This is an optimization exercise on Yosys and OpenROAD, whose aim is small area, a short achievable clock period and few clock cycles per item, not a production implementation.
At most, simulation tests tie the RTL to the original design; equivalence was not proved.
No activity file was given, so power comes from the tool's default toggle rates.

==> run a <==
==> flow/design.v <==
`timescale 1ns/10ps
`default_nettype none
module xbus_filter (
    input  logic        clk,
    input  logic        arst_n,
    input  logic [65:0] in_pkt,
    input  logic [7:0]  pad_value,
    output logic        vec_wr_en,
    output logic [15:0] vec_din,
    input  logic        vec_full,
    output logic        cache_full
);
    logic [1:0]  tag;
    logic        is_head;
    logic        is_body;
    logic [15:0] hx;
    logic [15:0] hy;
    assign tag = in_pkt[65:64];
    assign is_head = tag == 2'd1;
    assign is_body = tag == 2'd2;
    assign hx = in_pkt[15:0];
    assign hy = in_pkt[31:16];
    logic       x_lo;
    logic       x_hi;
    logic       y_lo;
    logic       y_hi;
    logic [7:0] ex;
    logic [7:0] ey;
    assign x_lo = hx[15:3] == '0;
    assign x_hi = hx == 16'hffff;
    assign y_lo = hy[15:3] == '0;
    assign y_hi = hy == 16'hffff;
    always_comb begin
        ex[0] = x_hi;
        ey[0] = y_hi;
        for (int i = 1; i < 8; i++) begin
            ex[i] = x_lo && hx[2:0] == 3'(i - 1);
            ey[i] = y_lo && hy[2:0] == 3'(i - 1);
        end
    end
    logic [5:0] h_colmask;
    logic [5:0] h_rowmask;
    always_comb begin
        for (int c = 0; c < 6; c++) begin
            h_colmask[c] = ex[c] | ex[c + 1] | ex[c + 2];
            h_rowmask[c] = ey[c] | ey[c + 1] | ey[c + 2];
        end
    end
    logic [2:0] h_cv;
    logic [2:0] h_rv;
    always_comb begin
        for (int k = 0; k < 3; k++) begin
            h_cv[k] = 1'b0;
            h_rv[k] = 1'b0;
            for (int i = 0; i < 8; i++) begin
                if (i - 1 + k >= 1 && i - 1 + k <= 6) begin
                    h_cv[k] = h_cv[k] | ex[i];
                    h_rv[k] = h_rv[k] | ey[i];
                end
            end
        end
    end
    logic [1:0] h_base;
    logic [3:0] h_base_oh;
    assign h_base = {hy[0], 1'b0} + hx[1:0] + 2'd1;
    assign h_base_oh = 4'b0001 << h_base;
    function automatic logic [3:0] need_of(input int b, input logic [5:0] rm,
                                           input logic [5:0] cm);
        logic [3:0] n;
        n = '0;
        if (b < 9) begin
            for (int l = 0; l < 4; l++) begin
                n[l] = rm[(4 * b + l) / 6] & cm[(4 * b + l) % 6];
            end
        end
        need_of = n;
    endfunction
    logic [3:0]      ib;            
    logic [5:0]      colmask;
    logic [5:0]      rowmask;
    logic [2:0][3:0] nd;
    logic [3:0]      nd_next;       
    logic [1:0][3:0] nd_head;
    always_comb begin
        nd_next = 4'b1111;
        for (int b = 0; b < 9; b++) begin
            if (ib == 4'(b)) begin
                nd_next = (b + 3 < 9) ? need_of(b + 3, rowmask, colmask)
                        : ((b + 3 == 9) ? 4'b0000 : 4'b1111);
            end
        end
        for (int j = 0; j < 2; j++) begin
            nd_head[j] = need_of(j, h_rowmask, h_colmask);
        end
    end
    always_ff @(posedge clk or negedge arst_n) begin
        if (!arst_n) begin
            ib <= 4'd9;
            nd <= {4'b1111, 4'b1111, 4'b0000};
        end else if (is_head) begin
            ib <= 4'd0;
            nd <= {need_of(2, h_rowmask, h_colmask), nd_head};
        end else if (is_body) begin
            ib <= ib + 4'd1;
            nd <= {nd_next, nd[2:1]};
        end
    end
    always_ff @(posedge clk) begin
        if (is_head) begin
            colmask <= h_colmask;
            rowmask <= h_rowmask;
        end
    end
    logic [3:0] wr;
    assign wr = is_body ? nd[0] : 4'd0;
    logic [3:0]       wp;
    logic [3:0]       rp;
    logic [3:0]       t1;
    logic [3:0]       t2;
    logic [3:0]       pop;
    logic [3:0][15:0] ent0;
    logic [3:0][15:0] ent1;
    for (genvar l = 0; l < 4; l++) begin : g_lane
        logic [15:0] m0;
        logic [15:0] m1;
        always_ff @(posedge clk or negedge arst_n) begin
            if (!arst_n) begin
                wp[l] <= 1'b0;
                rp[l] <= 1'b0;
                t1[l] <= 1'b0;
                t2[l] <= 1'b0;
            end else begin
                if (wr[l]) wp[l] <= !wp[l];
                if (pop[l]) rp[l] <= !rp[l];
                if (wr[l] && !pop[l]) begin
                    t1[l] <= 1'b1;
                    t2[l] <= t1[l];
                end else if (!wr[l] && pop[l]) begin
                    t1[l] <= t2[l];
                    t2[l] <= 1'b0;
                end
            end
        end
        always_ff @(posedge clk) begin
            if (wr[l] && !wp[l]) m0 <= {in_pkt[8 * (4 + l) +: 8], in_pkt[8 * l +: 8]};
            if (wr[l] && wp[l]) m1 <= {in_pkt[8 * (4 + l) +: 8], in_pkt[8 * l +: 8]};
        end
        assign ent0[l] = m0;
        assign ent1[l] = m1;
    end
    logic       act;
    logic [8:0] pos;
    logic [8:0] opad;
    logic [3:0] lane0;
    logic       pend;
    logic [2:0] prv;
    logic [2:0] pcv;
    logic [3:0] pbase;
    logic [2:0] vfh;
    function automatic logic [3:0] rotl1(input logic [3:0] v);
        rotl1 = {v[2:0], v[3]};
    endfunction
    logic       row_end0;
    logic       lv1;
    logic       lpad0;
    logic       lpad1;
    logic [3:0] lane1;
    assign row_end0 = pos[2] | pos[5];
    assign lv1 = !pos[8];
    assign lpad0 = opad[0];
    assign lpad1 = opad[1];
    assign lane1 = row_end0 ? lane0 : rotl1(lane0);
    logic       can_emit;
    logic       have0;
    logic       emit;
    logic       take;
    logic [8:0] new_pad;
    logic [3:0] new_base;
    assign can_emit = vfh != 3'b111;
    assign have0 = lpad0 || (lane0 & t1) != 4'd0;
    assign emit = act && have0 && can_emit;
    assign take = !act || (emit && pos[8]);
    assign pop = (emit && !lpad0) ? lane0 : 4'd0;
    always_comb begin
        for (int kh = 0; kh < 3; kh++) begin
            for (int kw = 0; kw < 3; kw++) begin
                new_pad[kh * 3 + kw] = !(prv[kh] && pcv[kw]);
            end
        end
        new_base = pbase;
    end
    always_ff @(posedge clk or negedge arst_n) begin
        if (!arst_n) begin
            act <= 1'b0;
            pend <= 1'b0;
            vfh <= '0;
            vec_wr_en <= 1'b0;
        end else begin
            vfh <= {vfh[1:0], vec_full};
            vec_wr_en <= emit;
            if (take) begin
                act <= pend;
            end
            if (is_head) begin
                pend <= 1'b1;
            end else if (take) begin
                pend <= 1'b0;
            end
        end
    end
    logic [3:0]  sel0;
    logic [3:0]  sel1;
    logic [15:0] vec_next;
    assign sel0 = lpad0 ? 4'd0 : (lane0 & ~rp);
    assign sel1 = lpad0 ? 4'd0 : (lane0 & rp);
    always_comb begin
        vec_next = {16{lpad0}} & {pad_value, pad_value};
        for (int l = 0; l < 4; l++) begin
            vec_next = vec_next | ({16{sel0[l]}} & ent0[l]) | ({16{sel1[l]}} & ent1[l]);
        end
    end
    always_ff @(posedge clk) begin
        if (take) begin
            pos <= 9'd1;
            opad <= new_pad;
            lane0 <= new_base;
        end else if (emit) begin
            pos <= {pos[7:0], 1'b0};
            opad <= {1'b1, opad[8:1]};
            lane0 <= lane1;
        end
        if (is_head) begin
            prv <= h_rv;
            pcv <= h_cv;
            pbase <= h_base_oh;
        end
        vec_din <= vec_next;
    end
    logic       cf_prev;        
    logic       ce1;
    logic       c1;
    logic       p0;
    logic       p1;
    logic [3:0] u1;             
    logic [3:0] u2;             
    logic [3:0] f1;             
    logic [3:0] f2;             
    logic [3:0] na;
    logic [3:0] nb;
    logic [3:0] nc;
    logic [3:0] w1;             
    logic [3:0] w2;
    logic [3:0] w3;
    logic       h01;
    logic       h0and1;
    logic [3:0] hw1;
    logic [3:0] hw2;
    logic [3:0] ov;
    logic [3:0] hov;
    logic       cf_n;
    logic       pend_hit;
    always_comb begin
        ce1 = vfh[1:0] != 2'b11;
        c1 = lpad1 || (row_end0 ? ((lane0 & (lpad0 ? t1 : t2)) != 4'd0)
                                : ((rotl1(lane0) & t1) != 4'd0));
        p0 = emit && !lpad0;
        p1 = emit && lv1 && ce1 && c1 && !lpad1;
        u1 = (p0 ? lane0 : 4'd0) | (p1 ? lane1 : 4'd0);
        u2 = (p0 && p1 && row_end0) ? lane0 : 4'd0;
        f1 = ~t2 | u1;
        f2 = ~t1 | (~t2 & u1) | u2;
        na = nd[0];
        nb = (cf_prev && cache_full) ? 4'd0 : nd[1];
        nc = (cf_prev || cache_full) ? 4'd0 : nd[2];
        w1 = na | nb | nc;
        w2 = (na & nb) | (na & nc) | (nb & nc);
        w3 = na & nb & nc;
        ov = (w1 & ~f1) | (w2 & ~f2) | w3;
        h01 = h_rowmask[0] | h_rowmask[1];
        h0and1 = h_rowmask[0] & h_rowmask[1] & !cache_full;
        hw1 = {4{h01}};
        hw2 = {h0and1, h0and1, 2'b00};
        hov = (hw1 & ~f1) | (hw2 & ~f2);
        pend_hit = pend && (ib == 4'd9 || (ib == 4'd8 && !(cf_prev && cache_full))
                            || (ib == 4'd7 && !cf_prev && !cache_full));
        cf_n = (is_head ? hov != 4'd0 : ov != 4'd0) || pend_hit;
    end
    always_ff @(posedge clk or negedge arst_n) begin
        if (!arst_n) begin
            cache_full <= 1'b0;
            cf_prev <= 1'b0;
        end else begin
            cache_full <= cf_n;
            cf_prev <= cache_full;
        end
    end
endmodule
`default_nettype wire
==> flow/flow/run.sh <==
#!/bin/bash
# Standard ORFS layout with two changes: the port buffers start as buf_1
# (the resizer still upsizes the ones on critical paths) and CTS inserts no
# dummy loads. Each tool's output goes to its own log in the work folder.
set -euo pipefail
bash standard.sh \
  'BUFFER_PORTS_ARGS=-buffer_cell sky130_fd_sc_hd__buf_1' \
  'CTS_ARGS=-sink_clustering_enable -repair_clock_nets -dont_use_dummy_load -buf_list sky130_fd_sc_hd__clkbuf_4' \
  MATCH_CELL_FOOTPRINT=0 \
  finish > make_finish.log 2>&1
==> flow/standard.sh <==
#!/bin/bash
# synth_recipe.tcl (not shown) runs the flow's synth.tcl, then flattens the netlist and writes it again
# the make line also repeats each setting of config.mk as NAME=value (left out here)
make -C /OpenROAD-flow-scripts/flow DESIGN_CONFIG=/design/flow/config.mk WORK_HOME=/design/flow/orfs CLKGATE_MAP_FILE= SYNTH_SCRIPT=/design/flow/synth_recipe.tcl "${@:-finish}"
==> flow/config.mk <==
export PLATFORM = sky130hd
export DESIGN_NAME = xbus_filter
export DESIGN_NICKNAME = xbus_filter
export VERILOG_FILES = /design/flow/design.v
export SDC_FILE = /design/flow/constraint.sdc
export NUM_CORES = 4
export LEC_CHECK = 0
export CAP_MARGIN = 20
export CORE_MARGIN = 2
export CORE_UTILIZATION = 40
export CTS_BUF_LIST = sky130_fd_sc_hd__clkbuf_4
export SETUP_SLACK_MARGIN = 2.5
export SLEW_MARGIN = 20
==> flow/constraint.sdc <==
create_clock -name core_clock -period 4.5 [get_ports {clk}]
set_input_delay 0.9000 -clock core_clock [delete_from_list [all_inputs] [get_ports {clk}]]
set_output_delay 0.9000 -clock core_clock [all_outputs]
set_load 0.01 [all_outputs]
==> run b: changes against run a <==
--- a/flow/design.v
+++ b/flow/design.v
@@ -63,5 +63,3 @@
     logic [1:0] h_base;
-    logic [3:0] h_base_oh;
     assign h_base = {hy[0], 1'b0} + hx[1:0] + 2'd1;
-    assign h_base_oh = 4'b0001 << h_base;
     function automatic logic [3:0] need_of(input int b, input logic [5:0] rm,
@@ -77,3 +75,3 @@
     endfunction
-    logic [3:0]      ib;            
+    logic [9:0]      ib;            
     logic [5:0]      colmask;
@@ -84,8 +82,5 @@
     always_comb begin
-        nd_next = 4'b1111;
-        for (int b = 0; b < 9; b++) begin
-            if (ib == 4'(b)) begin
-                nd_next = (b + 3 < 9) ? need_of(b + 3, rowmask, colmask)
-                        : ((b + 3 == 9) ? 4'b0000 : 4'b1111);
-            end
+        nd_next = {4{ib[9] | ib[8] | ib[7]}};
+        for (int b = 0; b < 6; b++) begin
+            nd_next = nd_next | ({4{ib[b]}} & need_of(b + 3, rowmask, colmask));
         end
@@ -97,9 +92,9 @@
         if (!arst_n) begin
-            ib <= 4'd9;
+            ib <= 10'b10_0000_0000;
             nd <= {4'b1111, 4'b1111, 4'b0000};
         end else if (is_head) begin
-            ib <= 4'd0;
+            ib <= 10'b00_0000_0001;
             nd <= {need_of(2, h_rowmask, h_colmask), nd_head};
         end else if (is_body) begin
-            ib <= ib + 4'd1;
+            ib <= {ib[8:0], 1'b0};
             nd <= {nd_next, nd[2:1]};
@@ -151,3 +146,4 @@
     logic       act;
-    logic [8:0] pos;
+    logic [2:0] okh;
+    logic [2:0] okw;
     logic [8:0] opad;
@@ -157,3 +153,3 @@
     logic [2:0] pcv;
-    logic [3:0] pbase;
+    logic [1:0] pbase;
     logic [2:0] vfh;
@@ -167,4 +163,4 @@
     logic [3:0] lane1;
-    assign row_end0 = pos[2] | pos[5];
-    assign lv1 = !pos[8];
+    assign row_end0 = okw[2];
+    assign lv1 = !(okh[2] && okw[2]);
     assign lpad0 = opad[0];
@@ -172,5 +168,4 @@
     assign lane1 = row_end0 ? lane0 : rotl1(lane0);
-    logic       can_emit;
-    logic       have0;
     logic       emit;
+    logic       emit_n;
     logic       take;
@@ -178,8 +173,38 @@
     logic [3:0] new_base;
-    assign can_emit = vfh != 3'b111;
-    assign have0 = lpad0 || (lane0 & t1) != 4'd0;
-    assign emit = act && have0 && can_emit;
-    assign take = !act || (emit && pos[8]);
+    logic       act_n;
+    logic       pad0_n;
+    logic [3:0] lane0_n;
+    logic [3:0] t1_n;
+    logic [3:0] t2_n;
+    logic [2:0] vfh_n;
+    logic       pad1_n;
+    logic       row_end0_n;
+    logic [3:0] lane1_n;
+    logic [3:0] s1_n;
+    logic [3:0] s1;             
+    assign take = !act || (emit && okh[2] && okw[2]);
     assign pop = (emit && !lpad0) ? lane0 : 4'd0;
     always_comb begin
+        act_n = take ? pend : act;
+        pad0_n = take ? new_pad[0] : (emit ? opad[1] : opad[0]);
+        lane0_n = take ? new_base : (emit ? lane1 : lane0);
+        for (int l = 0; l < 4; l++) begin
+            t1_n[l] = (wr[l] && !pop[l]) || (t1[l] && !(pop[l] && !wr[l])) || (t2[l] && pop[l]);
+            t2_n[l] = (wr[l] && !pop[l]) ? t1[l] : (t2[l] && !pop[l]);
+        end
+        vfh_n = {vfh[1:0], vec_full};
+        if (take) begin
+            emit_n = pend && (new_pad[0] || (new_base & t1_n) != 4'd0);
+        end else if (emit) begin
+            emit_n = act && (opad[1] || (lane1 & t1_n) != 4'd0);
+        end else begin
+            emit_n = act && (opad[0] || (lane0 & t1_n) != 4'd0);
+        end
+        emit_n = emit_n && vfh_n != 3'b111;
+        pad1_n = take ? new_pad[1] : (emit ? opad[2] : opad[1]);
+        row_end0_n = take ? 1'b0 : (emit ? okw[1] : okw[2]);
+        lane1_n = row_end0_n ? lane0_n : rotl1(lane0_n);
+        s1_n = lane1_n & (row_end0_n && !pad0_n ? t2_n : t1_n);
+    end
+    always_comb begin
         for (int kh = 0; kh < 3; kh++) begin
@@ -189,3 +214,3 @@
         end
-        new_base = pbase;
+        new_base = 4'b0001 << pbase;
     end
@@ -194,2 +219,4 @@
             act <= 1'b0;
+            emit <= 1'b0;
+            s1 <= 4'd0;
             pend <= 1'b0;
@@ -198,3 +225,5 @@
         end else begin
-            vfh <= {vfh[1:0], vec_full};
+            vfh <= vfh_n;
+            emit <= emit_n;
+            s1 <= s1_n;
             vec_wr_en <= emit;
@@ -223,3 +252,4 @@
         if (take) begin
-            pos <= 9'd1;
+            okh <= 3'b001;
+            okw <= 3'b001;
             opad <= new_pad;
@@ -227,3 +257,4 @@
         end else if (emit) begin
-            pos <= {pos[7:0], 1'b0};
+            okw <= {okw[1:0], okw[2]};
+            if (okw[2]) okh <= {okh[1:0], okh[2]};
             opad <= {1'b1, opad[8:1]};
@@ -234,3 +265,3 @@
             pcv <= h_cv;
-            pbase <= h_base_oh;
+            pbase <= h_base;
         end
@@ -240,9 +271,9 @@
     logic       ce1;
-    logic       c1;
-    logic       p0;
-    logic       p1;
-    logic [3:0] u1;             
-    logic [3:0] u2;             
-    logic [3:0] f1;             
-    logic [3:0] f2;             
+    logic       go1;            
+    logic [3:0] q0;             
+    logic [3:0] q1;             
+    logic [3:0] nu1;            
+    logic [3:0] nu2;            
+    logic [3:0] nf1;            
+    logic [3:0] nf2;            
     logic [3:0] na;
@@ -263,10 +294,11 @@
         ce1 = vfh[1:0] != 2'b11;
-        c1 = lpad1 || (row_end0 ? ((lane0 & (lpad0 ? t1 : t2)) != 4'd0)
-                                : ((rotl1(lane0) & t1) != 4'd0));
-        p0 = emit && !lpad0;
-        p1 = emit && lv1 && ce1 && c1 && !lpad1;
-        u1 = (p0 ? lane0 : 4'd0) | (p1 ? lane1 : 4'd0);
-        u2 = (p0 && p1 && row_end0) ? lane0 : 4'd0;
-        f1 = ~t2 | u1;
-        f2 = ~t1 | (~t2 & u1) | u2;
+        go1 = emit && lv1 && ce1 && !lpad1;
+        for (int l = 0; l < 4; l++) begin
+            q0[l] = pop[l];
+            q1[l] = go1 && s1[l];
+        end
+        nu1 = ~(q0 | q1);
+        nu2 = ~(q0 & q1);
+        nf1 = t2 & nu1;
+        nf2 = t1 & (t2 | nu1) & nu2;
         na = nd[0];
@@ -277,10 +309,10 @@
         w3 = na & nb & nc;
-        ov = (w1 & ~f1) | (w2 & ~f2) | w3;
-        h01 = h_rowmask[0] | h_rowmask[1];
-        h0and1 = h_rowmask[0] & h_rowmask[1] & !cache_full;
+        ov = (w1 & nf1) | (w2 & nf2) | w3;
+        h01 = hy[15] || hy[2:0] <= 3'd2;
+        h0and1 = hy[2:1] == 2'd0 && !cache_full;
         hw1 = {4{h01}};
         hw2 = {h0and1, h0and1, 2'b00};
-        hov = (hw1 & ~f1) | (hw2 & ~f2);
-        pend_hit = pend && (ib == 4'd9 || (ib == 4'd8 && !(cf_prev && cache_full))
-                            || (ib == 4'd7 && !cf_prev && !cache_full));
+        hov = (hw1 & nf1) | (hw2 & nf2);
+        pend_hit = pend && (ib[9] || (ib[8] && !(cf_prev && cache_full))
+                            || (ib[7] && !cf_prev && !cache_full));
         cf_n = (is_head ? hov != 4'd0 : ov != 4'd0) || pend_hit;
==> flow/flow/run.sh (replaced) <==
#!/bin/bash
# Standard ORFS layout with two changes: the port buffers start as buf_1
# (the resizer still upsizes the ones on critical paths) and CTS uses its own
# clustering and inserts no dummy loads. Each tool's output goes to its own
# log in the work folder.
set -euo pipefail
bash standard.sh \
  'BUFFER_PORTS_ARGS=-buffer_cell sky130_fd_sc_hd__buf_1' \
  'CTS_ARGS=-sink_clustering_enable -repair_clock_nets -dont_use_dummy_load -buf_list sky130_fd_sc_hd__clkbuf_8 -sink_clustering_size 16 -sink_clustering_max_diameter 60' \
  MATCH_CELL_FOOTPRINT=0 \
  finish > make_finish.log 2>&1
--- a/flow/config.mk
+++ b/flow/config.mk
@@ -10,3 +10,2 @@
 export CORE_UTILIZATION = 40
-export CTS_BUF_LIST = sky130_fd_sc_hd__clkbuf_4
 export SETUP_SLACK_MARGIN = 2.5
==> metrics.md <==
| Metric | Value |
|---|---|
| Status | no timing/DRC/antenna violations |
| Worst VDD drop | 287 µV |
| Top-area cell type share of the netlist area | 48.2% |
| Power Sequential | 0.00287 W |
| Post-synth top cells | edfxtp_1 (155), nand2_1 (93), o21ai_0 (57) |
| Non-CTS inverters | 17 |
| Initial antenna violation count | 0 |
[end of results for run b]
==> metrics.md <==
| Metric | Value |
|---|---|
| Status | no timing/DRC/antenna violations |
| Power Sequential | 0.00316 W |
| Largest registers | g_lane.m0 (64), g_lane.m1 (64), vec_din (16) |
| Crit-path max FO | 8 |
| Top Consumer | sequential cells |
| Post-synth top cells | edfxtp_1 (161), nand2_1 (94), nor2_1 (44) |
| Area share of xor/xnor cells in the synthesized design | 0.898% |
| Initial antenna violation count | 1 |
| Worst slew pin tran | 0.718 ns |
| Worst VDD drop | 232 µV |
[end of results for run a]
Testbench counts of run b, summed over its fixed seeds: cycles 4,179, windows 384.
For run a, only the layout was checked, not whether the RTL still works.

[port drivers added, routing unchanged]
No port has a modelled driver above. Below, the same layouts with a new extraction and two added sets of constraints.
Step 1, drivers: a clkbuf_16 drives clk and a buf_2 each remaining input, both assumed.
Step 2 times the ports against the registers' clock, not the clock port: input delays grow and output delays shrink by t, the midpoint of the rising clock arrivals with the driver on.
a / b / c = no drivers / after step 1 / after step 2; a / b = the first two.
| run | shift t [ns] | slack for setup (ns) | worst data-port slew with drivers (ns) |
|---|---|---|---|
| run a | 0.704 | 2.089 / 2.089 / 1.815 | 0.06 |
| run b | 0.564 | 2.505 / 2.505 / 1.997 | 0.07 |
After both steps every run listed still meets setup and hold. For run b, which loses most, drivers alone change the setup slack by 0.000 ns; drivers and shift together by -0.508 ns.
